Source: an optimization exercise on an open RTL-to-GDS flow (aim: small area, a short achievable clock period and few clock cycles per item). Production flows keep margins and buffers that such runs may drop. In this exercise RTL edits were held to simulation tests only and were not proved equivalent to the original. Power is estimated from default activity; no workload was simulated.

`flow/design.v`:
```
`timescale 1ns/1ps
module ooo_regfile (
  input  logic        clk,
  input  logic        i_clr,
  input  logic        i_we,
  input  logic [4:0]  i_waddr,
  input  logic [31:0] i_wdata,
  input  logic [31:1] i_rsel1,
  input  logic [31:1] i_rsel2,
  output logic [31:0] o_rdata1,
  output logic [31:0] o_rdata2
);
  logic [31:0] regs [32];
  logic [31:0] wdata;
  assign wdata = i_wdata & {32{~i_clr}};
  always_ff @(posedge clk) begin
    for (int i = 1; i < 32; i++) begin
      if (i_clr || (i_we && i_waddr == 5'(i))) regs[i] <= wdata;
    end
  end
  always_comb begin
    o_rdata1 = '0;
    o_rdata2 = '0;
    for (int i = 1; i < 32; i++) begin
      o_rdata1 = o_rdata1 | (regs[i] & {32{i_rsel1[i]}});
      o_rdata2 = o_rdata2 | (regs[i] & {32{i_rsel2[i]}});
    end
  end
endmodule
`timescale 1ns/1ps
module ooo_alu (
  input  logic        i_sub,
  input  logic [6:0]  i_sel,
  input  logic [31:0] i_a,
  input  logic [31:0] i_bx,
  input  logic [4:0]  i_shamt,    
  output logic [31:0] o_result
);
  logic [31:0] p, g;
  logic [31:0] gk [6];
  logic [31:0] pk [6];
  logic [31:0] carry;         
  logic [31:0] sum;
  logic        slt;
  assign p = i_a ^ i_bx;
  assign g = i_a & i_bx;
  always_comb begin
    gk[0] = g;
    pk[0] = p;
    gk[0][0] = g[0] | (p[0] & i_sub);
    for (int l = 0; l < 5; l++) begin
      for (int i = 0; i < 32; i++) begin
        if (i >= (1 << l)) begin
          gk[l+1][i] = gk[l][i] | (pk[l][i] & gk[l][i - (1 << l)]);
          pk[l+1][i] = pk[l][i] & pk[l][i - (1 << l)];
        end else begin
          gk[l+1][i] = gk[l][i];
          pk[l+1][i] = pk[l][i];
        end
      end
    end
    carry = {gk[5][30:0], i_sub};
  end
  assign sum = p ^ carry;
  assign slt = (i_a[31] == i_bx[31]) ? i_a[31] : sum[31];
  logic [31:0] sh_in, sh_out, sh_rev;
  always_comb begin
    for (int i = 0; i < 32; i++) sh_in[i] = i_sel[4] ? i_a[31-i] : i_a[i];
  end
  assign sh_out = sh_in >> i_shamt;
  always_comb begin
    for (int i = 0; i < 32; i++) sh_rev[i] = sh_out[31-i];
  end
  assign o_result = ({32{i_sel[0]}} & sum)
                  | ({32{i_sel[1]}} & g)
                  | ({32{i_sel[2]}} & (p | g))
                  | ({32{i_sel[3]}} & p)
                  | ({32{i_sel[4]}} & sh_rev)
                  | ({32{i_sel[5]}} & sh_out)
                  | {31'd0, i_sel[6] & slt};
endmodule
`timescale 1ns/1ps
module ooo_core (
  input  logic        clk,
  input  logic        rst,
  input  logic        i_valid,
  input  logic [4:0]  i_uop_rd,
  input  logic [4:0]  i_uop_rs1,
  input  logic [4:0]  i_uop_rs2,
  input  logic [2:0]  i_uop_op,
  input  logic        i_uop_use_imm,
  input  logic [31:0] i_uop_imm,
  output logic        o_ready,
  output logic        o_commit_valid,
  output logic [4:0]  o_commit_rd,
  output logic [31:0] o_commit_data
);
  assign o_ready = 1'b1;
  logic        i_v;           
  logic        i_w;           
  logic [4:0]  i_rd;
  logic [4:0]  i_rs1;         
  logic [4:0]  i_rs2;
  logic        i_fwd1;        
  logic        i_fwd2;
  logic [2:0]  i_op;
  logic        i_sub;         
  logic        i_imm_sel;
  logic [31:0] i_imm;
  logic        e_v;
  logic        e_w;
  logic [4:0]  e_rd;
  logic        e_sub;
  logic [6:0]  e_sel;
  logic [31:0] e_a;
  logic [31:0] e_bx;          
  logic [4:0]  e_shamt;       
  logic        c_v;
  logic [4:0]  c_rd;
  logic [31:0] c_data;
  always_ff @(posedge clk) begin
    i_rd      <= i_uop_rd;
    i_op      <= i_uop_op;
    i_sub     <= (i_uop_op == 3'd1) || (i_uop_op == 3'd7);
    i_imm_sel <= i_uop_use_imm;
    i_imm     <= i_uop_imm;
    i_rs1     <= i_uop_rs1;
    i_rs2     <= i_uop_use_imm ? 5'd0 : i_uop_rs2;
    i_fwd1    <= i_w && (i_uop_rs1 == i_rd);
    i_fwd2    <= i_w && (i_uop_rs2 == i_rd);
    if (rst) begin
      i_v <= 1'b0;
      i_w <= 1'b0;
    end else begin
      i_v <= i_valid;
      i_w <= i_valid && (i_uop_rd != 5'd0);
    end
  end
  logic        rst_q;
  always_ff @(posedge clk) rst_q <= rst;
  logic [31:0] rf_a, rf_b, alu_out;
  logic [31:0] fwd_a, fwd_b;
  logic [31:1] rsel1, rsel2;
  always_comb begin
    for (int r = 1; r < 32; r++) begin
      rsel1[r] = (i_rs1 == 5'(r));
      rsel2[r] = (i_rs2 == 5'(r));
    end
  end
  ooo_regfile regfile_i (
    .clk      (clk),
    .i_clr    (rst_q),
    .i_we     (e_w),
    .i_waddr  (e_rd),
    .i_wdata  (alu_out),
    .i_rsel1  (rsel1),
    .i_rsel2  (rsel2),
    .o_rdata1 (rf_a),
    .o_rdata2 (rf_b)
  );
  always_comb begin
    if (i_fwd1)         fwd_a = alu_out;
    else                fwd_a = rf_a;
    if (i_imm_sel)      fwd_b = i_imm;
    else if (i_fwd2)    fwd_b = alu_out;
    else                fwd_b = rf_b;
  end
  always_ff @(posedge clk) begin
    e_rd    <= i_rd;
    e_sub   <= i_sub;
    e_sel   <= {i_op == 3'd7, i_op == 3'd6, i_op == 3'd5, i_op == 3'd4,
                i_op == 3'd3, i_op == 3'd2, i_op[2:1] == 2'd0} & {7{i_w}};
    e_a     <= fwd_a;
    e_bx    <= fwd_b ^ {32{i_sub}};
    e_shamt <= fwd_b[4:0];
    if (rst) begin
      e_v <= 1'b0;
      e_w <= 1'b0;
    end else begin
      e_v <= i_v;
      e_w <= i_w;
    end
  end
  ooo_alu alu_i (
    .i_sub    (e_sub),
    .i_sel    (e_sel),
    .i_a      (e_a),
    .i_bx     (e_bx),
    .i_shamt  (e_shamt),
    .o_result (alu_out)
  );
  always_ff @(posedge clk) begin
    c_rd   <= e_rd & {5{e_v}};
    c_data <= alu_out & {32{e_v}};
    if (rst) c_v <= 1'b0;
    else     c_v <= e_v;
  end
  assign o_commit_valid = c_v;
  assign o_commit_rd    = c_rd;
  assign o_commit_data  = c_data;
endmodule
```
`flow/flow/run.sh`:
```
#!/bin/bash
# The standard layout (standard.sh, standard synthesis unchanged) with two
# changes to how the layout is optimised; the constraints are not changed:
#  - the buffer put on every input and output port is buf_4 instead of the
#    delay cell that buffer_ports picks by default.
set -o pipefail
bash standard.sh SETUP_SLACK_MARGIN=8.5 \
  "BUFFER_PORTS_ARGS=-buffer_cell sky130_fd_sc_hd__buf_4" finish > standard.log 2>&1
```
`flow/standard.sh`:
```
#!/bin/bash
# synth_recipe.tcl (not shown) runs the flow's synth.tcl, then flattens the netlist and writes it again
# the make line also repeats each setting of config.mk as NAME=value (left out here)
make -C /OpenROAD-flow-scripts/flow DESIGN_CONFIG=/design/flow/config.mk WORK_HOME=/design/flow/orfs CLKGATE_MAP_FILE= SYNTH_SCRIPT=/design/flow/synth_recipe.tcl "${@:-finish}"
```
`flow/config.mk`:
```
export PLATFORM = sky130hd
export DESIGN_NAME = ooo_core
export DESIGN_NICKNAME = ooo_core
export VERILOG_FILES = /design/flow/design.v
export SDC_FILE = /design/flow/constraint.sdc
export NUM_CORES = 4
export LEC_CHECK = 0
export CAP_MARGIN = 20
export CORE_MARGIN = 2
export CORE_UTILIZATION = 45
export CTS_CLUSTER_DIAMETER = 80
export CTS_CLUSTER_SIZE = 20
export GPL_ROUTABILITY_DRIVEN = 1
export GPL_TIMING_DRIVEN = 1
export PLACE_DENSITY = 0.6
export SLEW_MARGIN = 20
```
`flow/constraint.sdc`:
```
create_clock -name core_clock -period 12.0 [get_ports {clk}]
set_input_delay 2.4000 -clock core_clock [delete_from_list [all_inputs] [get_ports {clk}]]
set_output_delay 2.4000 -clock core_clock [all_outputs]
set_load 0.01 [all_outputs]
```
==> summary.md, run 1 <==
| Metric | Value |
|---|---|
| Die H | `about 350 um` |
| CTS H-tree depth | `3` |
| Critical-path top delay cell | `dfxtp_4` |
| Crit path launch | `c_data[21]` |
| Normalized max-slew margin | `0.108` |
| Path type of the worst min-delay path | `reg2reg` |
| Total CTS buffers | `73` |
| Nets | `around 4300` |
| Final Skew | `~0.045 ns` |
| Routed WL | `between 200000 and 300000 um` |
| Final worst setup slack | `roughly 8.4 ns` |
| Most used flip-flop cell after synthesis | `edfxtp_1` |
| # DRC | `0` |
| Post-synthesis cell type count | `97` |
| R2R Setup Slk | `about 8.4 ns` |
| Max Slew Vio Count | `0` |
| RSZ-0062 raised after global routing | `true` |
| I/O pin total | `a little over 90` |
| R2R Path Start | `i_rs2[1]` |
| Pwr dens | `~150 nW/um^2` |
| Delay of the slowest cell on the worst path | `between 0.3 and 0.4 ns` |
| Max Cap Viol | `0` |
| CTS sink count | `1171` |
| Startpoint Class | `flip-flop` |
| Via Count | `roughly 46000` |
| Core area | `118000 um^2` |
| CTS Root Buffer Type | `clkbuf_16` |
| Setup_tns | `0 ns` |
| Input/output buffers | `91` |
| Final Setup Violations | `0` |
| Die Area | `about 120000 um^2` |
| Number of synthesized flops with an enable pin | `just under 1000` |
| Crit path max fanout | `1` |
| Synthesized flop and latch total | `about 1200` |
| Clock transition at the registers of the reported paths | `about 0.1 ns` |
| Layout area overhead | `13.8%` |
| Average wire per standard cell | `46.2 um` |
| VDD IR max | `119 uV` |
| Outcome | `finished clean` |
| WP depth | `1` |
| ANT nets after route | `0` |
| Die Span X | `between 300 and 400 um` |
| Sequential share of the synthesized area | `0.627` |
| Worst skew pair latency | `about 0.7 ns` |
| Max Fclk | `~0.28 GHz` |
| Synth warn | `6` |
| DP HPWL | `~150000 um` |
| Antenna violations before repair | `10` |
| Post-synth ARST share | `0` |
| WS Path Type | `reg2out` |
| Critical Path Sink | `o_commit_data[21]` |
| Worst-Margin Slew | `roughly 1.3 ns` |
| Share of cells above drive strength 1 | `0.189` |
| Via density | `approximately 8.0` |
| Total track usage | `0.428` |
| Initial DRC Count | `roughly 10000` |
| Kind of cell adding the most delay to the critical path | `flip-flops` |
| R2r endpoint | `e_bx[5]` |
| Pre-antenna DRT Iters | `10` |
| Mapped Area | `53200 um^2` |
| Hold Vio Cnt, Final | `0` |
| Leak | `between 20 and 25 nW` |
| Row count | `roughly 130` |
| R2r worst-path depth | `9` |
| Fin cells | `5777` |
| CTS Buffer Depth | `3` |
| Synthesized Nets | `4210` |
| Pre-CTS setup slack | `7.07 ns` |
| Fin crit share | `0.300` |
| Worst Path Required | `between 9 and 10 ns` |
| Fin crit period | `3.60 ns` |
| Most frequent cells in the layout | `992 x edfxtp_1, 608 x a22oi_1, 261 x nand2_1` |
| Worst path arrival time | `between 1 and 1.5 ns` |
| Vias in the first global route | `roughly 42000` |
| Grt ovf | `0` |
| CP cell instances | `buf_6` |
| Mapped Avg Cell Area | `between 10 and 15 um^2` |
| CTS tree | `done` |
| First-pass GRT wire length | `about 360000 um` |
| Critical Path End Type | `primary output` |
| Commonest non-fill, non-tap cell in the layout | `edfxtp_1` |
| Final core utilization | `0.515` |
| RePlAce Congestion | `0.994` |
| Initial core utilization | `0.452` |
| Cell total after placement | `between 5000 and 6000` |
| Synth Instances | `around 4000` |
| Buffers & Inverters on Critical Path | `1` |
| Largest net degree at the start of global routing | `slightly above 50` |
[routing by layer]
metal	part of all wire	track usage
met1	0.33	0.526
met2	0.40	0.591
met3	0.18	0.202
met4	0.094	0.295
met5	0.0011	0.0164
[cell families (layout without fill, tap and decap cells)]
logic type,Yosys count,in the layout,share of synthesized area
AO/OA/AOI/OAI,1429,1429,0.202
flip-flops,1171,1171,0.627
AND/OR/NAND/NOR,869,878,0.0787
buffers and inverters,389,523,0.0304
multiplexers,109,109,0.0365
adder cells (fa/ha/maj),66,66,0.0158
XOR/XNOR,56,56,0.00936
other,1,9,0.0000705
[area by class of cell]
type / instances / area [um^2]
repair buffers: 323 / 2870
fillers: 9994 / 57100
well taps: 1536 / 1920
multi-input cells: 2539 / 19700
clock inverters: 13 / 150
repair inverters: 1 / 5.00
clock buffers: 93 / 1980
inverters: 93 / 357
diodes: 8 / 20.0
flip-flops and latches: 1171 / 33500
[how the worst min path moves through the flow]
stage | startpoint | end | cells after the start
final | i_rd[2] | e_rd[2] | 0
after global routing | i_rd[3] | e_rd[3] | 0
after CTS | i_rd[2] | e_rd[2] | 0
after detailed placement | i_rd[2] | e_rd[2] | 0
after global placement | i_rd[2] | e_rd[2] | 0
after floorplan | i_sub | e_sub | 0
[through the flow]
stage	power (mW)	cell area [um^2]	hold WS, ns
global placement	6.46	56500	0.399
detailed placement	6.47	56500	0.394
CTS	9.07	59800	0.406
floorplan	5.81	53300	0.351
finish	9.27	60500	0.409
global route	9.44	60500	0.420
[worst register-to-register path: stages (launching register included)]
cell and delay (ns):
dfxtp_1 0.54, nand2b_2 0.51, nor2_4 0.06, buf_4 0.44, a22oi_1 0.35, nand4_1 0.15, nor3_1 0.65, a221oi_1 0.28
a21oi_1 0.30, xnor2_1 0.18
[report_power, final]
group          internal [mW]  total, mW  switching (mW)
clock network           1.18       2.63            1.45
registers               4.78       5.04           0.257
logic                  0.505       1.59            1.09
[synth_stat cells, drive strengths merged (86+ instances only)]
cell type / count / share of area
edfxtp: 992 / 0.56
dfxtp: 179 / 0.067
a221oi: 192 / 0.032
nand4: 118 / 0.014
o21ai: 86 / 0.0081
a22o: 173 / 0.028
nor2: 177 / 0.012
nand2: 272 / 0.019
clkbuf: 237 / 0.017
a21oi: 174 / 0.017
a22oi: 609 / 0.086
inv: 91 / 0.0064
[sequential cells by signal, summed over array words and instances, names as in the netlist, 3 cells and up]
register	cells
e_sel	7
i_rs2	5
e_shamt	5
regfile_i.regs	992
c_rd	5
e_rd	5
c_data	32
e_a	32
i_rs1	5
e_bx	32
i_imm	32
i_rd	5
i_op	3
[repair_timing]
| item | 4_1_cts | 5_1_grt |
|---|---|---|
| endpoints found under the hold margin | 0 | 0 |
| setup endpoints to repair | 1126 | 883 |
| hold buffers | 0 | 0 |
| gates resized for setup | 178 | 97 |
| cloned | 9 | 3 |
| pin swaps | 27 | 31 |
| buffers inserted | 38 | 30 |
Testbench counts, summed over its fixed seeds: cycles 6,424, items 6,400.
==> inputs of run 2 (changes only) <==
--- a/flow/config.mk
+++ b/flow/config.mk
@@ -9,6 +9,6 @@
 export CORE_MARGIN = 2
 export CORE_UTILIZATION = 45
-export CTS_CLUSTER_DIAMETER = 80
-export CTS_CLUSTER_SIZE = 20
+export CTS_CLUSTER_DIAMETER = 90
+export CTS_CLUSTER_SIZE = 25
 export GPL_ROUTABILITY_DRIVEN = 1
 export GPL_TIMING_DRIVEN = 1
==> summary.md, run 2 <==
| Metric | Value |
|---|---|
| Outcome | `finished clean` |
| Grt ovf | `0 (unchanged)` |
| Final Skew | `0.0463 ns (+0.00162 ns)` |
| Delay of the slowest cell on the worst path | `1.03 ns (+0.66 ns)` |
| WS Path Type | `reg2reg` |
| Crit path max fanout | `31 (+30)` |
| Mapped Area | `53200 um^2 (unchanged)` |
| Crit path launch | `i_rs2[1]` |
| Clk network pwr share | `0.255 (-0.029)` |
| Synthesized Nets | `4210 (unchanged)` |
| Normalized max-slew margin | `0.105 (-0.00243)` |
| Most used flip-flop cell after synthesis | `edfxtp_1` |
| Pwr dens | `148 nW/um^2 (-3.0%)` |
| Post-synth ARST share | `0 (unchanged)` |
| Via Count | `45800 (-1.0%)` |
| Post-synthesis cell type count | `97 (unchanged)` |
| Yosys top cell area share | `0.560 (unchanged)` |
| Leak | `20.9 nW (-1.5%)` |
| Synth Instances | `4090 (unchanged)` |
| ANT nets after route | `0 (unchanged)` |
| Sw Ratio | `0.304 (+0.00262)` |
| Internal power | `6.18 mW (-4.5%)` |
| Critical Path End Type | `flip-flop` |
| Sequential share of the synthesized area | `0.627 (unchanged)` |
| # DRC | `0 (unchanged)` |
| Top cells by area, synth | `edfxtp_1 56%, a22oi_1 8.6%, dfxtp_1 6.7%` |
| Kind of cell adding the most delay to the critical path | `simple AND/OR/NAND/NOR gates` |
| First-pass GRT wire length | `353000 um (-0.77%)` |
| Hold path start | `i_rd[2]` |
| Clock transition at the registers of the reported paths | `0.10 ns (about the same)` |
| Startpoint Class | `flip-flop` |
| Core area | `118000 um^2 (unchanged)` |
| Storage element area | `33500 um^2 (about the same)` |
| Die Span X | `348 um (unchanged)` |
| Synth area leader | `edfxtp_1` |
| R2R Path Start | `i_rs2[1]` |
| Synth cell count leaders | `992 x edfxtp_1, 608 x a22oi_1, 272 x nand2_1` |
| Row count | `126 (unchanged)` |
| Synthesized flop and latch total | `1171 (unchanged)` |
| Mapped Avg Cell Area | `13.0 um^2 (unchanged)` |
| Largest register FFs | `992 (unchanged)` |
| CP cell instances | `nand2b_2 -> nor2_4 -> buf_4 -> a22oi_1 -> nand4_1 -> nor3_1 -> a221oi_1 -> a21o_1 -> xnor2_1` |
| Area taken by multi-input logic gates | `19600 um^2 (-0.58%)` |
| Synth warn | `6 (unchanged)` |
| Largest reg by FF count | `regfile_i.regs` |
| Pre-antenna DRT Iters | `13 (+3)` |
| Buffers & Inverters on Critical Path | `1 (unchanged)` |
| Total track usage | `0.425 (-0.00300)` |
| Setup_tns | `0 ns (unchanged)` |
| Routed WL | `266000 um (-0.42%)` |
| CTS tree | `done` |
| P_sw | `2.70 mW (-3.4%)` |
| Comb pwr share | `0.178 (+0.006)` |
| Share of cells above drive strength 1 | `0.181 (-0.00709)` |
| Die H | `348 um (unchanged)` |
| Max Fclk | `0.264 GHz (-5.0%)` |
| Initial core utilization | `0.452 (unchanged)` |
| Max Cap Viol | `0 (unchanged)` |
| Part of the power in registers | `0.567 (+0.023)` |
| CTS Root Buffer Type | `clkbuf_16` |
| Largest net degree at the start of global routing | `51 (unchanged)` |
| Number of synthesized flops with an enable pin | `992 (unchanged)` |
| Worst path arrival time | `4.41 ns (+3.21 ns)` |
| Most frequent cells in the layout | `992 x edfxtp_1, 608 x a22oi_1, 262 x nand2_1` |
| Worst hold slack | `0.413 ns (+0.00432 ns)` |
| Worst Path Required | `12.62 ns (+3.02 ns)` |
| Layout area overhead | `12.4%` |
| Max Slew Vio Count | `0 (unchanged)` |
| Fillers | `10100 (+0.63%)` |
| Antenna violations before repair | `11 (+1)` |
| RePlAce Congestion | `0.994 (unchanged)` |
| Hold Vio Cnt, Final | `0 (unchanged)` |
| Average wire per standard cell | `46.3 um (+0.15%)` |
| Fin crit period | `3.79 ns (+0.190 ns)` |
| Initial DRC Count | `10700 (+2.9%)` |
| Die Area | `121000 um^2 (unchanged)` |
| VDD IR max | `104 uV (-12%)` |
| Worst-Margin Slew | `1.34 ns (+0.0139 ns)` |
| Total CTS buffers | `56 (-23%)` |
| Nets | `4294 (-0.65%)` |
| I/O pin total | `93 (unchanged)` |
| Commonest non-fill, non-tap cell in the layout | `edfxtp_1` |
| Vias in the first global route | `42100 (-0.64%)` |
| Critical-path top delay cell | `nor3_1` |
| DP HPWL | `146000 um (unchanged)` |
| RSZ-0062 raised after global routing | `true` |
| CTS H-tree depth | `2 (-1)` |
| Worst skew pair latency | `0.76 ns (+0.05 ns)` |
| CTS sink count | `1171 (unchanged)` |
| Via density | `7.97 (-0.43%)` |
| CTS Buffer Depth | `3 (unchanged)` |
| Final Setup Violations | `0 (unchanged)` |
| Most common cell in the synthesized netlist | `edfxtp_1` |
| Path type of the worst min-delay path | `reg2reg` |
| Input/output buffers | `91 (unchanged)` |
| Fin crit share | `0.316 (+0.0158)` |
[run 2: cell counts after synthesis]
Identical to the previous run, type by type.
[run 2: final cells by class]
type / instances / share of cell area
diodes: 8 / 0.000335
clock buffers: 73 / 0.0250
clock inverters: 11 / 0.00236
inverters: 93 / 0.00600
multi-input cells: 2538 / 0.328
flip-flops and latches: 1171 / 0.560
well taps: 1536 / 0.0321
repair buffers: 313 / 0.0458
repair inverters: 1 / 0.0000837
[run 2: kinds of logic (layout without fill, tap and decap cells)]
kind of cell,count (synthesis),count (layout),share of synthesized area
AND/OR/NAND/NOR,869,877,0.0787
AO/OA/AOI/OAI,1429,1429,0.202
adder cells (fa/ha/maj),66,66,0.0158
multiplexers,109,109,0.0365
flip-flops,1171,1171,0.627
XOR/XNOR,56,56,0.00936
other,1,9,0.0000705
buffers and inverters,389,491,0.0304
[run 2: metrics by stage]
stage                util  cell area, um^2  setup WS, ns  cells  total power [mW]
floorplan               -            53300          8.17   4090              5.81
global placement    0.481            56500          7.20   5583              6.46
detailed placement  0.481            56500          7.07   5583              6.47
CTS                 0.503            59200          8.35   5707              8.69
global route        0.508            59800          8.35   5737              9.04
finish              0.509            59800          8.21   5744              8.88
[run 2: final timing paths]
check | cells after the start | slack (ns) | endpoint
worst max-delay path | 9 | 8.21 | e_bx[2]
worst min-delay path | 0 | 0.41 | e_rd[2]
worst max register to register | 9 | 8.21 | e_bx[2]
worst min register to register | 0 | 0.41 | e_rd[2]
[run 2: power groups by stage]
stage | Sequential [mW] | Combinational, mW | Clock, mW
floorplan | 5.00 | 0.811 | 0
global placement | 5.11 | 1.36 | 0
detailed placement | 5.11 | 1.36 | 0
CTS | 5.01 | 1.44 | 2.24
global route | 5.05 | 1.61 | 2.38
finish | 5.03 | 1.58 | 2.26
[run 2: repair_timing]
action	4_1_cts	5_1_grt
cloned	7	3
resized for setup	176	94
pin swaps	23	24
buffers inserted	33	26
hold buffers	0	0
endpoints found under the setup margin	1139	862
[run 2: worst reg2reg max path: stages, from the launching register on]
cell and delay (ns):
dfxtp_1 0.53, nand2b_2 0.51, nor2_4 0.06, buf_4 0.44
a22oi_1 0.36, nand4_1 0.15, nor3_1 1.03, a221oi_1 0.22
a21o_1 0.24, xnor2_1 0.13
[run 2: metal layers]
| metal | routed length (um) | up-vias | GRT usage | share of wire |
|---|---|---|---|---|
| met5 | 364 | - | 0.0196 | 0.0014 |
| li1 | - | 16800 | - | - |
| met4 | 23900 | 18 | 0.289 | 0.090 |
| met1 | 87900 | 22100 | 0.525 | 0.33 |
| met2 | 106000 | 5419 | 0.587 | 0.40 |
| met3 | 48000 | 1534 | 0.199 | 0.18 |
==> inputs of run 3 (changes only) <==
--- a/flow/design.v
+++ b/flow/design.v
@@ -100,6 +100,6 @@
   logic        i_w;           
   logic [4:0]  i_rd;
-  logic [4:0]  i_rs1;         
-  logic [4:0]  i_rs2;
+  logic [31:1] i_rsel1;       
+  logic [31:1] i_rsel2;
   logic        i_fwd1;        
   logic        i_fwd2;
@@ -125,6 +125,8 @@
     i_imm_sel <= i_uop_use_imm;
     i_imm     <= i_uop_imm;
-    i_rs1     <= i_uop_rs1;
-    i_rs2     <= i_uop_use_imm ? 5'd0 : i_uop_rs2;
+    for (int r = 1; r < 32; r++) begin
+      i_rsel1[r] <= (i_uop_rs1 == 5'(r));
+      i_rsel2[r] <= (i_uop_rs2 == 5'(r)) && !i_uop_use_imm;
+    end
     i_fwd1    <= i_w && (i_uop_rs1 == i_rd);
     i_fwd2    <= i_w && (i_uop_rs2 == i_rd);
@@ -141,11 +143,4 @@
   logic [31:0] rf_a, rf_b, alu_out;
   logic [31:0] fwd_a, fwd_b;
-  logic [31:1] rsel1, rsel2;
-  always_comb begin
-    for (int r = 1; r < 32; r++) begin
-      rsel1[r] = (i_rs1 == 5'(r));
-      rsel2[r] = (i_rs2 == 5'(r));
-    end
-  end
   ooo_regfile regfile_i (
     .clk      (clk),
@@ -154,6 +149,6 @@
     .i_waddr  (e_rd),
     .i_wdata  (alu_out),
-    .i_rsel1  (rsel1),
-    .i_rsel2  (rsel2),
+    .i_rsel1  (i_rsel1),
+    .i_rsel2  (i_rsel2),
     .o_rdata1 (rf_a),
     .o_rdata2 (rf_b)
--- a/flow/config.mk
+++ b/flow/config.mk
@@ -9,6 +9,6 @@
 export CORE_MARGIN = 2
 export CORE_UTILIZATION = 45
-export CTS_CLUSTER_DIAMETER = 90
-export CTS_CLUSTER_SIZE = 25
+export CTS_CLUSTER_DIAMETER = 80
+export CTS_CLUSTER_SIZE = 20
 export GPL_ROUTABILITY_DRIVEN = 1
 export GPL_TIMING_DRIVEN = 1
==> summary.md, run 3 <==
| Metric | Value |
|---|---|
| Critical Path End Type | `primary output` |
| Worst-Margin Slew | `1.26 ns (-0.0790 ns)` |
| Grt ovf | `0 (unchanged)` |
| Synth Instances | `4053 (-0.90%)` |
| Initial DRC Count | `11100 (+3.5%)` |
| Total CTS buffers | `77 (+38%)` |
| Yosys top cell area share | `0.550 (-0.00988)` |
| Antenna violations before repair | `15 (+4)` |
| CTS sink count | `1223 (+4.4%)` |
| Total Power | `9.62 mW (+8.3%)` |
| Commonest non-fill, non-tap cell in the layout | `edfxtp_1` |
| Die H | `351 um (+0.89%)` |
| Crit path launch | `c_data[15]` |
| R2r endpoint | `regfile_i.regs[24][30]` |
| WS Path Type | `reg2out` |
| Die Span X | `351 um (+0.89%)` |
| Input/output buffers | `91 (unchanged)` |
| Mapped Area | `54200 um^2 (+1.8%)` |
| Max Fclk | `0.274 GHz (+4.0%)` |
| Max Cap Viol | `0 (unchanged)` |
| Area taken by multi-input logic gates | `19100 um^2 (-2.5%)` |
| Initial core utilization | `0.453 (about the same)` |
| Nets | `4260 (-0.79%)` |
| First-pass GRT wire length | `367000 um (+3.9%)` |
| Final Skew | `0.0383 ns (-0.00804 ns)` |
| Delay of the slowest cell on the worst path | `0.41 ns (-0.62 ns)` |
| Top cells by area, synth | `edfxtp_1 55%, dfxtp_1 8.5%, a22oi_1 7.2%` |
| Most common cell in the synthesized netlist | `edfxtp_1` |
| Pre-CTS setup slack | `7.33 ns (+0.258 ns)` |
| Synth cell count leaders | `992 x edfxtp_1, 523 x a22oi_1, 234 x a221oi_1, 234 x clkbuf_1, 231 x dfxtp_1` |
| RePlAce Congestion | `1.06 (+6.8%)` |
| Hold Vio Cnt, Final | `0 (unchanged)` |
| CTS H-tree depth | `3 (+1)` |
| R2r worst-path depth | `11 (+2)` |
| Path type of the worst min-delay path | `reg2reg` |
| I/O pin total | `93 (unchanged)` |
| Worst path arrival time | `1.24 ns (-3.17 ns)` |
| Synthesized flop and latch total | `1223 (+4.4%)` |
| Clock transition at the registers of the reported paths | `0.09 ns (about the same)` |
| Fillers | `10200 (+1.5%)` |
| R2R Path Start | `e_a[26]` |
| Kind of cell adding the most delay to the critical path | `flip-flops` |
| RSZ-0062 raised after global routing | `true` |
| R2R Setup Slk | `8.45 ns (+0.24 ns)` |
| Leak | `21.3 nW (+2.0%)` |
| CTS Root Buffer Type | `clkbuf_16` |
| Average wire per standard cell | `47.6 um (+2.8%)` |
| Critical-path top delay cell | `dfxtp_4` |
| # DRC | `0 (unchanged)` |
| Vias in the first global route | `42500 (+1.1%)` |
| ANT nets after route | `0 (unchanged)` |
| VDD IR max | `116 uV (+11%)` |
| Total track usage | `0.441 (+0.0163)` |
| Share of cells above drive strength 1 | `0.185 (+0.00394)` |
| DP HPWL | `157000 um (+6.8%)` |
| Buffers & Inverters on Critical Path | `1 (unchanged)` |
| Synthesized Nets | `4173 (-0.88%)` |
| Routed WL | `278000 um (+4.5%)` |
| Critical Path Sink | `o_commit_data[15]` |
| Worst hold slack | `0.413 ns (-0.000585 ns)` |
| Die Area | `123000 um^2 (+1.8%)` |
| Synth warn | `6 (unchanged)` |
| Core area | `120000 um^2 (+1.7%)` |
| WP depth | `1 (-8)` |
| Final worst setup slack | `8.36 ns (+0.147 ns)` |
| CP cell instances | `buf_6` |
| CTS tree | `done` |
| Mapped Avg Cell Area | `13.4 um^2 (+2.7%)` |
| Setup_tns | `0 ns (unchanged)` |
| Most frequent cells in the layout | `992 x edfxtp_1, 522 x a22oi_1, 237 x buf_4` |
| Normalized max-slew margin | `0.158 (+0.0527)` |
| Most used flip-flop cell after synthesis | `edfxtp_1` |
| Largest reg by FF count | `regfile_i.regs` |
| CTS Buffer Depth | `3 (unchanged)` |
| Layout area overhead | `13.1%` |
| Final Setup Violations | `0 (unchanged)` |
| Row count | `127 (+0.79%)` |
| Fin crit share | `0.304 (-0.0122)` |
| Max Slew Vio Count | `0 (unchanged)` |
| Sequential share of the synthesized area | `0.635 (+0.00815)` |
| Outcome | `finished clean` |
| Number of synthesized flops with an enable pin | `992 (unchanged)` |
| Worst Path Required | `9.60 ns (-3.02 ns)` |
| Post-synthesis cell type count | `86 (-11%)` |
| Post-synth ARST share | `0 (unchanged)` |
| Largest net degree at the start of global routing | `66 (+29%)` |
| Hold-fix buffers, CTS | `0 (unchanged)` |
| Pre-antenna DRT Iters | `9 (-4)` |
| Via Count | `46700 (+2.1%)` |
| Worst skew pair latency | `0.72 ns (-0.04 ns)` |
| Pwr dens | `157 nW/um^2 (+5.7%)` |
| Via density | `8.01 (+0.40%)` |
| Storage element area | `34600 um^2 (+3.4%)` |
| Startpoint Class | `flip-flop` |
| Synth area leader | `edfxtp_1` |
| Largest register FFs | `992 (unchanged)` |
| Final core utilization | `0.512 (+0.00350)` |
| Crit path max fanout | `1 (-97%)` |
| Fin crit period | `3.64 ns (-0.147 ns)` |
-- run 3: changes by cell type in the layout (fill, tap and decap cells not counted), moves of 29 or more --
cell,previous run,this run
a221oi_1,187,226
a22o_1,173,226
a22oi_1,608,522
dfxtp_2,54,118
nand2_1,262,123
nand3_1,68,119
nor2_1,103,132
nor2_4,81,17
-- run 3: logic make-up after synthesis --
family,share of synthesized area
mux,0.0365
compound gates,0.200
xor+xnor,0.00906
buf+inv,0.0320
simple gates,0.0710
other cells,0.0000692
fa+ha+maj,0.0155
flops,0.635
-- run 3: worst min path at each step --
stage	startpoint	to	slack (ns)	cells after the start
floorplan	i_sub	e_sub	0.33	0
global placement	i_rd[3]	e_rd[3]	0.40	0
detailed placement	i_rd[1]	e_rd[1]	0.40	0
CTS	i_rd[1]	e_rd[1]	0.41	0
global route	i_rd[2]	e_rd[2]	0.43	0
finish	i_rd[3]	e_rd[3]	0.41	0
-- run 3: metrics by stage --
stage / cell area, um^2 / cells
after global placement: 57200 / 5634
after detailed placement: 57200 / 5634
final: 61300 / 5839
after global routing: 61200 / 5813
after CTS: 60700 / 5794
after floorplan: 54200 / 4053
-- run 3: where the power goes --
group,internal [mW],switching (mW),total [mW]
logic,0.485,1.06,1.55
clock network,1.31,1.54,2.84
registers,4.95,0.278,5.23
total,6.74,2.88,9.62
-- run 3: metal layers --
metal	vias to the layer above	share of wire	GRT usage
li1	16800	-	-
met1	22700	0.33	0.538
met2	5526	0.39	0.596
met3	1664	0.18	0.227
met4	24	0.091	0.316
met5	-	0.0014	0.00510
-- run 3: area by class of cell --
class                      instances  share of cell area
sequential                      1223               0.565
multi-input combinational       2439               0.312
timing repair buffer             298              0.0427
clock buffer                     121              0.0360
tap                             1612              0.0329
inverter                         101             0.00623
clock inverter                    15             0.00327
antenna                           30             0.00123
-- run 3: what timing repair did --
item	4_1_cts	5_1_grt
buffers inserted	16	12
gates resized for setup	220	91
gates cloned	8	3
pin swaps	21	12
setup endpoints to repair	1129	933
Testbench counts of run 3, summed over its fixed seeds: cycles 6,424, items 6,400.
==> inputs of run 4 (changes only) <==
--- a/flow/design.v
+++ b/flow/design.v
@@ -119,4 +119,7 @@
   logic [4:0]  c_rd;
   logic [31:0] c_data;
+  logic        o_v;
+  logic [4:0]  o_rd;
+  logic [31:0] o_data;
   always_ff @(posedge clk) begin
     i_rd      <= i_uop_rd;
@@ -191,6 +194,12 @@
     else     c_v <= e_v;
   end
-  assign o_commit_valid = c_v;
-  assign o_commit_rd    = c_rd;
-  assign o_commit_data  = c_data;
+  always_ff @(posedge clk) begin
+    o_rd   <= c_rd;
+    o_data <= c_data;
+    if (rst) o_v <= 1'b0;
+    else     o_v <= c_v;
+  end
+  assign o_commit_valid = o_v;
+  assign o_commit_rd    = o_rd;
+  assign o_commit_data  = o_data;
 endmodule
==> summary.md, run 4 <==
| Metric | Value |
|---|---|
| Outcome | `finished clean` |
| Buffers & Inverters on Critical Path | `1 (unchanged)` |
| DP HPWL | `138000 um (-12%)` |
| Share of cells above drive strength 1 | `0.180 (-0.00582)` |
| VDD IR max | `119 uV (+2.4%)` |
| Clock transition at the registers of the reported paths | `0.09 ns (about the same)` |
| Largest reg by FF count | `regfile_i.regs` |
| RSZ-0062 raised after global routing | `true` |
| P_sw | `2.78 mW (-3.3%)` |
| Fin crit period | `3.55 ns (-0.0933 ns)` |
| Fin crit share | `0.296 (-0.00777)` |
| # DRC | `0 (unchanged)` |
| Most used flip-flop cell after synthesis | `edfxtp_1` |
| Number of synthesized flops with an enable pin | `992 (unchanged)` |
| Kind of cell adding the most delay to the critical path | `flip-flops` |
| Max Slew Vio Count | `0 (unchanged)` |
| Critical-path top delay cell | `dfxtp_2` |
| XOR/XNOR Fraction of Synth Area | `0.00828 (-0.000776)` |
| First-pass GRT wire length | `354000 um (-3.5%)` |
| Die Area | `125000 um^2 (+1.5%)` |
| Vias in the first global route | `43100 (+1.3%)` |
| Antenna violations before repair | `17 (+2)` |
| Post-synthesis cell type count | `82 (-4.7%)` |
| Normalized max-slew margin | `0.139 (-0.0195)` |
| Total track usage | `0.409 (-0.0322)` |
| Part of the power in registers | `0.553 (+0.010)` |
| Simple-gate portion of the synthesized area | `0.0681 (-0.00294)` |
| Final Instance Area | `62000 um^2 (+1.2%)` |
| Largest register FFs | `992 (unchanged)` |
| Most common cell in the synthesized netlist | `edfxtp_1` |
| Leak | `21.4 nW (+0.36%)` |
| Die Span X | `354 um (+0.77%)` |
| Placed instance area | `58000 um^2 (+1.4%)` |
| Hold Vio Cnt, Final | `0 (unchanged)` |
| Layout area overhead | `12.7%` |
| Largest family of logic cells by synthesized area | `compound AO/OA/AOI/OAI gates` |
| CTS tree | `done` |
| Pre-CTS setup slack | `7.48 ns (+0.146 ns)` |
| Synth Area in Compound Gates | `0.197 (-0.00311)` |
| CTS Root Buffer Type | `clkbuf_16` |
| Synth area leader | `edfxtp_1` |
| CP cell instances | `buf_6` |
| Initial core utilization | `0.452 (about the same)` |
| Sw Ratio | `0.289 (-0.00983)` |
| Synth warn | `6 (unchanged)` |
| Comb pwr share | `0.156 (-0.005)` |
| Final Skew | `0.0269 ns (-0.0114 ns)` |
| Crit path max fanout | `1 (unchanged)` |
| Delay of the slowest cell on the worst path | `0.33 ns (-0.08 ns)` |
| Post-synth ARST share | `0 (unchanged)` |
| Critical Path End Type | `primary output` |
| Most frequent cells in the layout | `992 x edfxtp_1, 519 x a22oi_1, 229 x a221oi_1` |
| Synth Instances | `4073 (+0.49%)` |
| Pwr dens | `155 nW/um^2 (-1.2%)` |
| Via Count | `46300 (-0.93%)` |
| Worst Path Required | `9.60 ns (about the same)` |
| Top cells by area, synth | `edfxtp_1 54%, dfxtp_1 9.8%, a22oi_1 7.1%` |
| WS Path Type | `reg2out` |
| Initial DRC Count | `10200 (-7.4%)` |
| Commonest non-fill, non-tap cell in the layout | `edfxtp_1` |
| CTS Buffer Depth | `3 (unchanged)` |
| CTS H-tree depth | `3 (unchanged)` |
| Worst-Margin Slew | `1.28 ns (+0.0174 ns)` |
| Synthesized Nets | `4193 (+0.48%)` |
| Synthesized flop and latch total | `1261 (+3.1%)` |
| Internal power | `6.84 mW (+1.4%)` |
| Max Cap Viol | `0 (unchanged)` |
| Crit path launch | `o_rd[3]` |
| Input/output buffers | `91 (unchanged)` |
| Average wire per standard cell | `45.3 um (-4.7%)` |
| Largest net degree at the start of global routing | `51 (-23%)` |
| Total CTS buffers | `76 (-1.3%)` |
| Nets | `4262 (+0.047%)` |
| Mapped Avg Cell Area | `13.5 um^2 (+1.1%)` |
| Die H | `354 um (+0.77%)` |
| Routed WL | `265000 um (-4.8%)` |
| Startpoint Class | `flip-flop` |
| Worst skew pair latency | `0.72 ns (about the same)` |
| RePlAce Congestion | `1.05 (-1.0%)` |
| Core area | `122000 um^2 (+1.6%)` |
| Multiplexer area fraction after synthesis | `0.0431 (+0.00665)` |
| Yosys top cell area share | `0.542 (-0.00847)` |
| I/O pin total | `93 (unchanged)` |
| ANT nets after route | `0 (unchanged)` |
| Adder-Cell Fraction of Synth Area | `0.0153 (-0.000239)` |
| Setup_tns | `0 ns (unchanged)` |
| Path type of the worst min-delay path | `reg2reg` |
| Via density | `7.93 (-0.91%)` |
| CTS sink count | `1261 (+3.1%)` |
| R2R Path Start | `e_shamt[1]` |
| Grt ovf | `0 (unchanged)` |
| Clk network pwr share | `0.291 (-0.004)` |
| Max Fclk | `0.282 GHz (+2.6%)` |
| Mapped Area | `55000 um^2 (+1.6%)` |
| Final Setup Violations | `0 (unchanged)` |
| Synth cell count leaders | `992 x edfxtp_1, 519 x a22oi_1, 269 x dfxtp_1` |
| Final worst setup slack | `8.45 ns (+0.0933 ns)` |
| Hold path start | `c_data[4]` |
| Pre-antenna DRT Iters | `7 (-2)` |
| Worst path arrival time | `1.15 ns (-0.09 ns)` |
| Sequential share of the synthesized area | `0.639 (+0.00404)` |
| Row count | `128 (+0.79%)` |
## run 4: cell types whose count changed in the layout (fill, tap and decap cells not counted), sizes merged, moves of 8 or more
cell	delta
a211oi	+14
dfxtp	+38
diode	-22
xnor2	+18
xor2	-22
a21o	+10
inv	-13
mux2	+10
a21oi	-15
mux4	+11
buf	-8
nand2	-21
o21ai	-14
## run 4: metal layers
| layer | vias up | global-route usage | part of all wire |
|---|---|---|---|
| met2 | 5411 | 0.583 | 0.40 |
| met3 | 1655 | 0.188 | 0.18 |
| met1 | 22400 | 0.492 | 0.32 |
| li1 | 16900 | - | - |
| met5 | - | 0 | 0.00046 |
| met4 | 16 | 0.285 | 0.096 |
## run 4: cell type report
| type | count | area (um^2) |
|---|---|---|
| diodes | 8 | 20.0 |
| clock buffers | 127 | 2160 |
| clock inverters | 14 | 173 |
| fillers | 10200 | 59600 |
| inverters | 88 | 330 |
| multi-input cells | 2427 | 19300 |
| flip-flops and latches | 1261 | 35400 |
| well taps | 1625 | 2030 |
| repair buffers | 288 | 2550 |
## run 4: cell families after synthesis
family,after synthesis
simple gates,727
compound gates,1430
xor+xnor,52
fa+ha+maj,66
other cells,1
buf+inv,395
mux,141
flops,1261
## run 4: metrics by stage
step	power [mW]	hold WS, ns	cells	util
6_report	9.62	0.317	5838	0.510
4_1_cts	9.43	0.318	5808	0.505
3_5_place_dp	6.65	0.312	5627	0.477
5_1_grt	9.80	0.332	5830	0.510
3_3_place_gp	6.65	0.310	5627	0.477
2_1_floorplan	6.04	0.310	4073	-
## run 4: final timing paths
kind | slack (ns) | cells after the start | to
setup reg to reg | 8.46 | 11 | e_bx[13]
hold / removal | 0.32 | 0 | o_data[4]
hold reg to reg | 0.32 | 0 | o_data[4]
setup / recovery | 8.45 | 1 | o_commit_rd[3]
## run 4: power by group through the flow
stage | clock, mW | sequential (mW) | combinational, mW
floorplan | 0 | 5.27 | 0.766
global placement | 0 | 5.41 | 1.24
detailed placement | 0 | 5.41 | 1.24
CTS | 2.78 | 5.30 | 1.35
global route | 2.94 | 5.34 | 1.52
finish | 2.80 | 5.32 | 1.50
## run 4: repair_timing
| item | in CTS | in global routing |
|---|---|---|
| resized for setup | 193 | 77 |
| setup buffers | 32 | 19 |
| gates cloned | 8 | 3 |
| setup endpoints to repair | 1114 | 921 |
| hold buffers | 0 | 0 |
| pin swaps | 21 | 15 |
Testbench counts of run 4, summed over its fixed seeds: cycles 6,432, items 6,400.
==> inputs of run 5 (changes only) <==
--- a/flow/design.v
+++ b/flow/design.v
@@ -130,5 +130,5 @@
     for (int r = 1; r < 32; r++) begin
       i_rsel1[r] <= (i_uop_rs1 == 5'(r));
-      i_rsel2[r] <= (i_uop_rs2 == 5'(r)) && !i_uop_use_imm;
+      i_rsel2[r] <= (i_uop_rs2 == 5'(r));
     end
     i_fwd1    <= i_w && (i_uop_rs1 == i_rd);
@@ -189,6 +189,6 @@
   );
   always_ff @(posedge clk) begin
-    c_rd   <= e_rd & {5{e_v}};
-    c_data <= alu_out & {32{e_v}};
+    c_rd   <= e_rd;
+    c_data <= alu_out;
     if (rst) c_v <= 1'b0;
     else     c_v <= e_v;
--- a/flow/config.mk
+++ b/flow/config.mk
@@ -9,6 +9,6 @@
 export CORE_MARGIN = 2
 export CORE_UTILIZATION = 45
-export CTS_CLUSTER_DIAMETER = 80
-export CTS_CLUSTER_SIZE = 20
+export CTS_CLUSTER_DIAMETER = 90
+export CTS_CLUSTER_SIZE = 25
 export GPL_ROUTABILITY_DRIVEN = 1
 export GPL_TIMING_DRIVEN = 1
==> summary.md, run 5 <==
| Metric | Value |
|---|---|
| Total track usage | `0.407 (-0.00155)` |
| CTS Root Buffer Type | `clkbuf_16` |
| RSZ-0062 raised after global routing | `true` |
| Post-synth ARST share | `0 (unchanged)` |
| Commonest non-fill, non-tap cell in the layout | `edfxtp_1` |
| DP HPWL | `144000 um (+3.8%)` |
| Routed WL | `265000 um (about the same)` |
| Yosys top cell area share | `0.544 (+0.00233)` |
| Outcome | `finished clean` |
| Synth cell count leaders | `992 x edfxtp_1, 514 x a22oi_1, 269 x dfxtp_1` |
| Hold depth | `0 (unchanged)` |
| WS Path Type | `reg2reg` |
| CTS Buffer Depth | `3 (unchanged)` |
| Number of synthesized flops with an enable pin | `992 (unchanged)` |
| Largest register FFs | `992 (unchanged)` |
| Fin crit period | `3.71 ns (+0.162 ns)` |
| Most frequent cells in the layout | `992 x edfxtp_1, 514 x a22oi_1, 228 x a221oi_1` |
| Total CTS buffers | `59 (-22%)` |
| Grt met3 use | `0.167 (-0.0208)` |
| Share of cells above drive strength 1 | `0.176 (-0.00402)` |
| Grt ovf | `0 (unchanged)` |
| Worst path arrival time | `4.22 ns (+3.07 ns)` |
| Largest net degree at the start of global routing | `47 (-7.8%)` |
| Worst-Margin Slew | `1.31 ns (+0.0341 ns)` |
| Mapped Area | `54800 um^2 (-0.43%)` |
| Synth warn | `6 (unchanged)` |
| Delay of the slowest cell on the worst path | `0.50 ns (+0.17 ns)` |
| Startpoint Class | `flip-flop` |
| Die Area | `125000 um^2 (-0.42%)` |
| Pre-antenna DRT Iters | `11 (+4)` |
| Final Skew | `0.0539 ns (+0.0270 ns)` |
| Initial core utilization | `0.455 (+0.00281)` |
| Kind of cell adding the most delay to the critical path | `simple AND/OR/NAND/NOR gates` |
| Post-synthesis cell type count | `89 (+8.5%)` |
| Met2 global-route usage | `0.590 (+0.00795)` |
| Worst hold slack | `0.322 ns (+0.00500 ns)` |
| CTS sink count | `1261 (unchanged)` |
| Clock transition at the registers of the reported paths | `0.10 ns (about the same)` |
| Synth area leader | `edfxtp_1` |
| Via density | `7.92 (-0.18%)` |
| Setup_tns | `0 ns (unchanged)` |
| R2r worst-path depth | `12 (+1)` |
| Mapped Avg Cell Area | `13.4 um^2 (-0.91%)` |
| ANT nets after route | `0 (unchanged)` |
| Vias in the first global route | `42300 (-1.9%)` |
| Buffers & Inverters on Critical Path | `3 (+2)` |
| R2R Setup Slk | `8.29 ns (-0.17 ns)` |
| Critical Path End Type | `flip-flop` |
| Row count | `127 (-0.78%)` |
| WP depth | `12 (+11)` |
| GRT Max-Usage Layer | `met2` |
| CTS H-tree depth | `2 (-1)` |
| Synthesized flop and latch total | `1261 (unchanged)` |
| Met1 usage | `0.490 (-0.00137)` |
| # DRC | `0 (unchanged)` |
| First-pass GRT wire length | `352000 um (-0.53%)` |
| RePlAce Congestion | `0.984 (-6.3%)` |
| Sequential share of the synthesized area | `0.642 (+0.00275)` |
| Pwr dens | `157 nW/um^2 (+0.90%)` |
| Nets | `4259 (-0.070%)` |
| Largest reg by FF count | `regfile_i.regs` |
| Antenna violations before repair | `16 (-1)` |
| Fillers | `10200 (-0.0098%)` |
| Synth Instances | `4093 (+0.49%)` |
| Die H | `353 um (-0.21%)` |
| Hold-fix buffers, CTS | `0 (unchanged)` |
| Total Power | `9.56 mW (-0.58%)` |
| Die Span X | `353 um (-0.21%)` |
| VDD IR max | `140 uV (+18%)` |
| I/O pin total | `93 (unchanged)` |
| Crit path max fanout | `10 (+9)` |
| CTS tree | `done` |
| Most used flip-flop cell after synthesis | `edfxtp_1` |
| Worst Path Required | `12.51 ns (+2.91 ns)` |
| CP cell instances | `inv_1 -> ha_1 -> nand4_1 -> a211oi_2 -> o211ai_1 -> nand4b_1 -> buf_6 -> nor4_4 -> or3_4 -> nor2_4 -> nor2_4 -> clkbuf_16` |
| Max Cap Viol | `0 (unchanged)` |
| Average wire per standard cell | `45.7 um (+0.69%)` |
| Max Fclk | `0.269 GHz (-4.4%)` |
| Max Slew Vio Count | `0 (unchanged)` |
| Layout area overhead | `11.5%` |
| Hold Vio Cnt, Final | `0 (unchanged)` |
| Top cells by area, synth | `edfxtp_1 54%, dfxtp_1 9.8%, a22oi_1 7.0%` |
| Critical-path top delay cell | `dfxtp_2` |
| Input/output buffers | `91 (unchanged)` |
| Synthesized Nets | `4213 (+0.48%)` |
| Final core utilization | `0.508 (-0.00220)` |
| Worst skew pair latency | `0.75 ns (+0.03 ns)` |
| Most common cell in the synthesized netlist | `edfxtp_1` |
| Final Setup Violations | `0 (unchanged)` |
| Path type of the worst min-delay path | `reg2reg` |
| Initial DRC Count | `10900 (+6.1%)` |
| Core area | `120000 um^2 (-1.0%)` |
| Normalized max-slew margin | `0.116 (-0.0229)` |
| Leak | `21.3 nW (-0.44%)` |
| Fin crit share | `0.309 (+0.0135)` |
| Most used cell, CP | `nor2_4` |
| Via Count | `45900 (-0.86%)` |
==> run 5: cell types whose count changed in the layout (fill, tap and decap cells not counted), sizes merged, moves of 10 or more <==
cell | before | now
a21o | 38 | 23
and2 | 20 | 10
buf | 287 | 276
clkbuf | 128 | 95
inv | 94 | 131
mux2i | 49 | 34
nand2 | 104 | 148
nor2b | 49 | 9
nor3 | 51 | 61
o21bai | 17 | 7
==> run 5: final timing paths <==
check             startpoint                     end
hold / removal       c_rd[4]                 o_rd[4]
hold reg to reg      c_rd[4]                 o_rd[4]
setup / recovery      e_a[9]  regfile_i.regs[17][26]
setup reg to reg      e_a[9]  regfile_i.regs[17][26]
==> run 5: final cells by class <==
cell class	count	area, um^2	share of cell area
Sequential cell	1261	35400	0.579
Multi-Input combinational cell	2407	18900	0.309
Timing Repair Buffer	282	2560	0.0420
Tap cell	1612	2020	0.0330
Clock buffer	89	1610	0.0264
Inverter	127	488	0.00799
Clock inverter	9	126	0.00207
Antenna cell	10	25.0	0.000410
Timing Repair inverter	1	7.51	0.000123
==> run 5: repair_timing <==
action / in CTS / in global routing
setup endpoints to repair: 1127 / 969
buffers inserted: 16 / 14
cloned: 5 / 14
pin swaps: 15 / 20
resized for setup: 149 / 131
==> run 5: worst reg2reg max path, stage by stage, from the launching register on <==
cell       delay, ns
dfxtp_2         0.50
inv_1           0.08
ha_1            0.44
nand4_1         0.26
a211oi_2        0.34
o211ai_1        0.31
nand4b_1        0.21
buf_6           0.15
nor4_4          0.04
or3_4           0.45
nor2_4          0.28
nor2_4          0.17
clkbuf_16       0.26
==> run 5: power by group <==
| group | internal, mW | switching (mW) | total (mW) | leakage (nW) |
|---|---|---|---|---|
| logic | 0.564 | 1.16 | 1.72 | 7.95 |
| clock network | 0.951 | 1.44 | 2.39 | 0.832 |
| registers | 5.14 | 0.311 | 5.45 | 12.5 |
| total | 6.66 | 2.91 | 9.56 | 21.3 |
==> run 5: kinds of logic after synthesis <==
family | Yosys count | share of synthesized area
DFF | 1261 | 0.642
buffers and inverters | 430 | 0.0306
AOI/OAI and AO/OA | 1425 | 0.198
muxes | 127 | 0.0390
other | 1 | 0.0000685
and+or+nand+nor | 728 | 0.0659
adders and majority gates | 66 | 0.0154
xor gates and xnor gates | 55 | 0.00921
==> run 5: metal layers <==
layer  part of all wire  vias to the layer above
met1               0.32                    22200
li1                   -                    16800
met3               0.17                     1700
met2               0.41                     5233
met5             0.0011                        -
met4              0.098                       24
==> run 5: through the flow <==
stage,instance area (um^2),std cells,worst slack (ns)
after global routing,61100,5788,8.34
after CTS,60300,5760,8.35
final,61100,5798,8.29
after detailed placement,57800,5641,7.26
after floorplan,54800,4093,8.17
after global placement,57800,5640,7.43
Testbench counts of run 5, summed over its fixed seeds: cycles 6,432, items 6,400.
==> inputs of run 6 (changes only) <==
--- a/flow/design.v
+++ b/flow/design.v
@@ -34,5 +34,4 @@
   input  logic [31:0] i_a,
   input  logic [31:0] i_bx,
-  input  logic [4:0]  i_shamt,    
   output logic [31:0] o_result
 );
@@ -68,5 +67,5 @@
     for (int i = 0; i < 32; i++) sh_in[i] = i_sel[4] ? i_a[31-i] : i_a[i];
   end
-  assign sh_out = sh_in >> i_shamt;
+  assign sh_out = sh_in >> i_bx[4:0];
   always_comb begin
     for (int i = 0; i < 32; i++) sh_rev[i] = sh_out[31-i];
@@ -115,5 +114,4 @@
   logic [31:0] e_a;
   logic [31:0] e_bx;          
-  logic [4:0]  e_shamt;       
   logic        c_v;
   logic [4:0]  c_rd;
@@ -171,5 +169,4 @@
     e_a     <= fwd_a;
     e_bx    <= fwd_b ^ {32{i_sub}};
-    e_shamt <= fwd_b[4:0];
     if (rst) begin
       e_v <= 1'b0;
@@ -185,5 +182,4 @@
     .i_a      (e_a),
     .i_bx     (e_bx),
-    .i_shamt  (e_shamt),
     .o_result (alu_out)
   );
--- a/flow/config.mk
+++ b/flow/config.mk
@@ -9,6 +9,6 @@
 export CORE_MARGIN = 2
 export CORE_UTILIZATION = 45
-export CTS_CLUSTER_DIAMETER = 90
-export CTS_CLUSTER_SIZE = 25
+export CTS_CLUSTER_DIAMETER = 80
+export CTS_CLUSTER_SIZE = 20
 export GPL_ROUTABILITY_DRIVEN = 1
 export GPL_TIMING_DRIVEN = 1
==> summary.md, run 6 <==
| Metric | Value |
|---|---|
| Outcome | `finished clean` |
| Critical Path End Type | `primary output` |
| Commonest non-fill, non-tap cell in the layout | `edfxtp_1` |
| Worst hold slack | `0.311 ns (-0.0115 ns)` |
| Share of cells above drive strength 1 | `0.171 (-0.00434)` |
| ANT nets after route | `0 (unchanged)` |
| Synth Instances | `4010 (-2.0%)` |
| Synthesized Nets | `4130 (-2.0%)` |
| CTS sink count | `1256 (-0.40%)` |
| Final Skew | `0.0471 ns (-0.00681 ns)` |
| Antenna violations before repair | `12 (-4)` |
| Die H | `350 um (-0.80%)` |
| Synth warn | `6 (unchanged)` |
| Initial DRC Count | `10700 (-1.4%)` |
| WS Path Type | `reg2out` |
| RePlAce Congestion | `1.05 (+6.4%)` |
| CTS Buffer Depth | `3 (unchanged)` |
| Kind of cell adding the most delay to the critical path | `flip-flops` |
| Vias in the first global route | `42100 (-0.35%)` |
| Max Slew Vio Count | `0 (unchanged)` |
| Sequential share of the synthesized area | `0.651 (+0.00866)` |
| Layout area overhead | `12.6%` |
| Crit path max fanout | `1 (-9)` |
| Synth cell count leaders | `992 x edfxtp_1, 522 x a22oi_1, 264 x dfxtp_1` |
| Mapped Area | `53900 um^2 (-1.6%)` |
| Grt ovf | `0 (unchanged)` |
| Post-synth ARST share | `0 (unchanged)` |
| Most frequent cells in the layout | `992 x edfxtp_1, 522 x a22oi_1, 232 x a221oi_1` |
| CTS H-tree depth | `3 (+1)` |
| CTS tree | `done` |
| Max Fclk | `0.277 GHz (+3.0%)` |
| Fin crit share | `0.300 (-0.00902)` |
| Max Cap Viol | `0 (unchanged)` |
| Core area | `118000 um^2 (-1.6%)` |
| Pwr dens | `164 nW/um^2 (+4.8%)` |
| Critical-path top delay cell | `dfxtp_4` |
| I/O pin total | `93 (unchanged)` |
| Nets | `4195 (-1.5%)` |
| Total Power | `9.96 mW (+4.1%)` |
| Total CTS buffers | `75 (+27%)` |
| Pre-antenna DRT Iters | `10 (-1)` |
| Largest register FFs | `992 (unchanged)` |
| Top cells by area, synth | `edfxtp_1 55%, dfxtp_1 9.8%, a22oi_1 7.3%` |
| Fin crit period | `3.60 ns (-0.108 ns)` |
| Fillers | `9995 (-2.2%)` |
| RSZ-0062 raised after global routing | `true` |
| # DRC | `0 (unchanged)` |
| Hold Vio Cnt, Final | `0 (unchanged)` |
| Routed WL | `267000 um (+0.71%)` |
| Hold-fix buffers, CTS | `0 (unchanged)` |
| Cell total after placement | `5538 (-1.8%)` |
| Post-synthesis cell type count | `86 (-3.4%)` |
| Mapped Avg Cell Area | `13.4 um^2 (+0.43%)` |
| Via Count | `45700 (-0.48%)` |
| Clock transition at the registers of the reported paths | `0.09 ns (about the same)` |
| VDD IR max | `104 uV (-26%)` |
| Delay of the slowest cell on the worst path | `0.41 ns (-0.09 ns)` |
| Input/output buffers | `91 (unchanged)` |
| Largest net degree at the start of global routing | `42 (-11%)` |
| Number of synthesized flops with an enable pin | `992 (unchanged)` |
| Synthesized flop and latch total | `1256 (-0.40%)` |
| Worst Path Required | `9.60 ns (-2.91 ns)` |
| Synth area leader | `edfxtp_1` |
| Via density | `7.97 (+0.59%)` |
| Path type of the worst min-delay path | `reg2reg` |
| First-pass GRT wire length | `353000 um (+0.16%)` |
| Die Area | `123000 um^2 (-1.6%)` |
| Yosys top cell area share | `0.553 (+0.00890)` |
| Worst-Margin Slew | `1.20 ns (-0.111 ns)` |
| Normalized max-slew margin | `0.190 (+0.0745)` |
| Most common cell in the synthesized netlist | `edfxtp_1` |
| CTS Root Buffer Type | `clkbuf_16` |
| Final Setup Violations | `0 (unchanged)` |
| Die Span X | `350 um (-0.80%)` |
| Worst path arrival time | `1.20 ns (-3.02 ns)` |
| Initial core utilization | `0.455 (about the same)` |
| Crit path launch | `o_data[24]` |
| Most used flip-flop cell after synthesis | `edfxtp_1` |
| Buffers & Inverters on Critical Path | `1 (-2)` |
| DP HPWL | `142000 um (-0.89%)` |
| CP cell instances | `buf_6` |
| Startpoint Class | `flip-flop` |
| R2R Path Start | `e_bx[0]` |
| Average wire per standard cell | `46.5 um (+1.8%)` |
| Hold path start | `c_data[11]` |
| Largest reg by FF count | `regfile_i.regs` |
| Setup_tns | `0 ns (unchanged)` |
| Fin cells | `5736 (-1.1%)` |
| Total track usage | `0.422 (+0.0148)` |
| Leak | `21.1 nW (-0.98%)` |
| Worst skew pair latency | `0.72 ns (-0.03 ns)` |
| Row count | `126 (-0.79%)` |
## run 6: cell count changes after synthesis, moves of 9 or more
cell and change:
mux4_2 -16, xor2_1 +10, nand3_1 -9, buf_1 -14, a21o_1 -9, clkbuf_1 +12, nand2_1 -20
## run 6: metal layers
layer	track usage	wire length (um)	up-vias	share of wire
met5	0.0114	278	-	0.0010
met1	0.531	90500	22300	0.34
met2	0.574	105000	5320	0.39
met4	0.273	22500	25	0.084
li1	-	-	16500	-
met3	0.206	48500	1552	0.18
## run 6: kinds of logic after synthesis
kind of cell | after synthesis | share of synthesized area
flops | 1256 | 0.651
mux | 100 | 0.0296
fa+ha+maj | 66 | 0.0156
xor+xnor | 55 | 0.00894
compound gates | 1416 | 0.199
simple gates | 707 | 0.0661
buf+inv | 409 | 0.0294
other cells | 1 | 0.0000696
## run 6: stage by stage
stage / worst slack [ns] / utilization / instance area [um^2]
floorplan: 8.17 / - / 54000
global placement: 7.13 / 0.480 / 56900
detailed placement: 7.07 / 0.480 / 56900
CTS: 8.37 / 0.508 / 60200
global route: 8.38 / 0.512 / 60700
finish: 8.40 / 0.512 / 60700
## run 6: final timing paths
check	cells past startpoint	slack [ns]	end
max	1	8.40	o_commit_data[24]
min	0	0.31	o_data[11]
max reg2reg	8	8.52	e_a[9]
min reg2reg	0	0.31	o_data[11]
## run 6: power breakdown
| part | switching [mW] | internal [mW] | total [mW] |
|---|---|---|---|
| Clock | 1.52 | 1.26 | 2.78 |
| Sequential | 0.292 | 5.12 | 5.42 |
| Combinational | 1.20 | 0.560 | 1.76 |
## run 6: area by class of cell
type | instances | area (um^2) | share of cell area
inverters | 116 | 442 | 0.00728
repair buffers | 265 | 2360 | 0.0390
diodes | 6 | 15.0 | 0.000247
clock buffers | 123 | 2150 | 0.0355
flip-flops and latches | 1256 | 35300 | 0.581
clock inverters | 9 | 123 | 0.00202
well taps | 1600 | 2000 | 0.0330
multi-input cells | 2361 | 18300 | 0.302
## run 6: repair_timing
| action | CTS | global route |
|---|---|---|
| hold endpoints to repair | 0 | 0 |
| buffers inserted | 27 | 15 |
| cloned | 14 | 4 |
| resized for setup | 173 | 63 |
| setup endpoints to repair | 1121 | 740 |
| pin swaps | 31 | 20 |
Testbench counts of run 6, summed over its fixed seeds: cycles 6,432, items 6,400.
==> inputs of run 7 (changes only) <==
--- a/flow/design.v
+++ b/flow/design.v
@@ -117,7 +117,4 @@
   logic [4:0]  c_rd;
   logic [31:0] c_data;
-  logic        o_v;
-  logic [4:0]  o_rd;
-  logic [31:0] o_data;
   always_ff @(posedge clk) begin
     i_rd      <= i_uop_rd;
@@ -190,12 +187,6 @@
     else     c_v <= e_v;
   end
-  always_ff @(posedge clk) begin
-    o_rd   <= c_rd;
-    o_data <= c_data;
-    if (rst) o_v <= 1'b0;
-    else     o_v <= c_v;
-  end
-  assign o_commit_valid = o_v;
-  assign o_commit_rd    = o_rd;
-  assign o_commit_data  = o_data;
+  assign o_commit_valid = c_v;
+  assign o_commit_rd    = c_rd;
+  assign o_commit_data  = c_data;
 endmodule
==> summary.md, run 7 <==
| Metric | Value |
|---|---|
| CTS H-tree depth | `3 (unchanged)` |
| R2r worst-path depth | `14 (+6)` |
| Worst Hold End | `e_rd[0]` |
| Initial DRC Count | `11000 (+2.6%)` |
| Total CTS buffers | `75 (unchanged)` |
| Most frequent cells in the layout | `992 x edfxtp_1, 515 x a22oi_1, 231 x a221oi_1` |
| Number of synthesized flops with an enable pin | `992 (unchanged)` |
| CTS tree | `done` |
| Max Fclk | `0.273 GHz (-1.6%)` |
| Die H | `346 um (-1.1%)` |
| Average wire per standard cell | `49.0 um (+5.3%)` |
| Fillers | `9896 (-0.99%)` |
| Delay of the slowest cell on the worst path | `0.52 ns (+0.11 ns)` |
| Setup_tns | `0 ns (unchanged)` |
| Worst Path Required | `12.46 ns (+2.86 ns)` |
| Worst path arrival time | `4.12 ns (+2.92 ns)` |
| Post-synthesis cell type count | `76 (-12%)` |
| Sequential share of the synthesized area | `0.651 (about the same)` |
| CP cell instances | `fa_2 -> inv_2 -> fa_2 -> nor2b_2 -> o31a_1 -> o41a_1 -> a22oi_2 -> buf_4 -> a211oi_2 -> o21ai_1 -> a21oi_2 -> nor2b_4 -> nor2_4 -> clkbuf_16` |
| Final Skew | `0.0364 ns (-0.0107 ns)` |
| WS Path Type | `reg2reg` |
| Clock transition at the registers of the reported paths | `0.09 ns (about the same)` |
| Most common cell in the synthesized netlist | `edfxtp_1` |
| Leak | `21.0 nW (-0.51%)` |
| Kind of cell adding the most delay to the critical path | `compound AO/OA/AOI/OAI gates` |
| Routed WL | `274000 um (+2.9%)` |
| Hold depth | `0 (unchanged)` |
| GRT Max-Usage Layer | `met2` |
| Row count | `125 (-0.79%)` |
| Outcome | `finished clean` |
| Largest net degree at the start of global routing | `36 (-14%)` |
| CTS Root Buffer Type | `clkbuf_16` |
| Commonest non-fill, non-tap cell in the layout | `edfxtp_1` |
| Normalized max-slew margin | `0.159 (-0.0310)` |
| Final Setup Violations | `0 (unchanged)` |
| Largest reg by FF count | `regfile_i.regs` |
| Total track usage | `0.443 (+0.0206)` |
| Hold Vio Cnt, Final | `0 (unchanged)` |
| Post-synth ARST share | `0 (unchanged)` |
| Startpoint Class | `flip-flop` |
| Yosys top cell area share | `0.565 (+0.0126)` |
| Fin crit period | `3.66 ns (+0.0571 ns)` |
| Crit path launch | `e_a[0]` |
| Hold-fix buffers, CTS | `0 (unchanged)` |
| Critical-path top delay cell | `o41a_1` |
| Top cells by area, synth | `edfxtp_1 57%, dfxtp_1 8.6%, a22oi_1 7.4%` |
| CTS sink count | `1218 (-3.0%)` |
| Die Area | `120000 um^2 (-2.2%)` |
| Input/output buffers | `91 (unchanged)` |
[run 7: changes by cell type after synthesis, sizes merged, moves of 6 or more]
cell	previous run	this run
nand2	128	113
a21oi	180	167
clkbuf	254	235
a31oi	13	7
dfxtp	264	226
o31ai	13	19
a22oi	523	516
a21o	14	20
o21ai	82	75
o211ai	13	6
[run 7: cell families (layout without fill, tap and decap cells)]
| group | count (synthesis) | after routing | share of synthesized area |
|---|---|---|---|
| fa+ha+maj | 66 | 66 | 0.0160 |
| other cells | 1 | 15 | 0.0000712 |
| compound gates | 1391 | 1391 | 0.200 |
| simple gates | 671 | 691 | 0.0639 |
| xor+xnor | 54 | 54 | 0.00898 |
| mux | 98 | 98 | 0.0311 |
| flops | 1218 | 1218 | 0.651 |
| buf+inv | 398 | 546 | 0.0289 |
[run 7: through the flow]
stage | hold WS, ns | worst slack (ns) | power, mW | util | instance area, um^2
3_3_place_gp | 0.402 | 7.18 | 6.73 | 0.479 | 55700
3_5_place_dp | 0.403 | 7.12 | 6.72 | 0.479 | 55700
4_1_cts | 0.415 | 8.36 | 9.51 | 0.509 | 59200
5_1_grt | 0.440 | 8.25 | 9.90 | 0.516 | 60000
2_1_floorplan | 0.329 | 8.17 | 6.03 | - | 52900
6_report | 0.418 | 8.34 | 9.74 | 0.516 | 60000
[run 7: worst max-delay path by stage]
stage	cells after the start	endpoint
2_1_floorplan	4	regfile_i.regs[25][0]
3_3_place_gp	11	regfile_i.regs[20][18]
3_5_place_dp	11	regfile_i.regs[25][18]
4_1_cts	1	o_commit_data[0]
5_1_grt	13	regfile_i.regs[19][28]
6_report	14	regfile_i.regs[13][30]
[run 7: report_power, final]
group	internal [mW]	switching [mW]
clock	1.29	1.50
sequential	4.96	0.311
combinational	0.569	1.11
total	6.82	2.93
[run 7: final cells by class]
type / count / area (um^2) / area share
sequential: 1218 / 34500 / 0.576
tap: 1524 / 1910 / 0.0318
antenna: 14 / 35.0 / 0.000584
clock inverter: 12 / 170 / 0.00284
multi-input combinational: 2301 / 18000 / 0.300
timing repair buffer: 291 / 2700 / 0.0449
clock buffer: 124 / 2170 / 0.0361
inverter: 119 / 484 / 0.00807
[run 7: metal layers]
| metal | wire length, um | vias up |
|---|---|---|
| met3 | 50100 | 1761 |
| met4 | 27100 | 18 |
| met2 | 108000 | 5604 |
| li1 | - | 16300 |
| met5 | 178 | - |
| met1 | 88500 | 22000 |
[run 7: worst reg2reg max path: stages, from the launching register on]
cell,delay [ns]
dfxtp_4,0.37
fa_2,0.39
inv_2,0.07
fa_2,0.23
nor2b_2,0.06
o31a_1,0.33
o41a_1,0.52
a22oi_2,0.24
buf_4,0.17
a211oi_2,0.09
o21ai_1,0.19
a21oi_2,0.12
nor2b_4,0.32
nor2_4,0.10
clkbuf_16,0.21
[run 7: repair_timing]
action                                  4_1_cts  5_1_grt
cloned                                       16        8
endpoints found under the setup margin     1137      959
setup buffers                                30       29
gates resized for setup                     199       79
pin swaps                                    31       44
Testbench counts of run 7, summed over its fixed seeds: cycles 6,424, items 6,400.

Check on run 7: ideal ports give 8.338 ns setup slack; a clkbuf_16 on the clock port and buf_2 on the inputs give 8.297 ns; moving port delays by the midpoint clock arrival (0.757 ns) as well gives 8.338 ns.
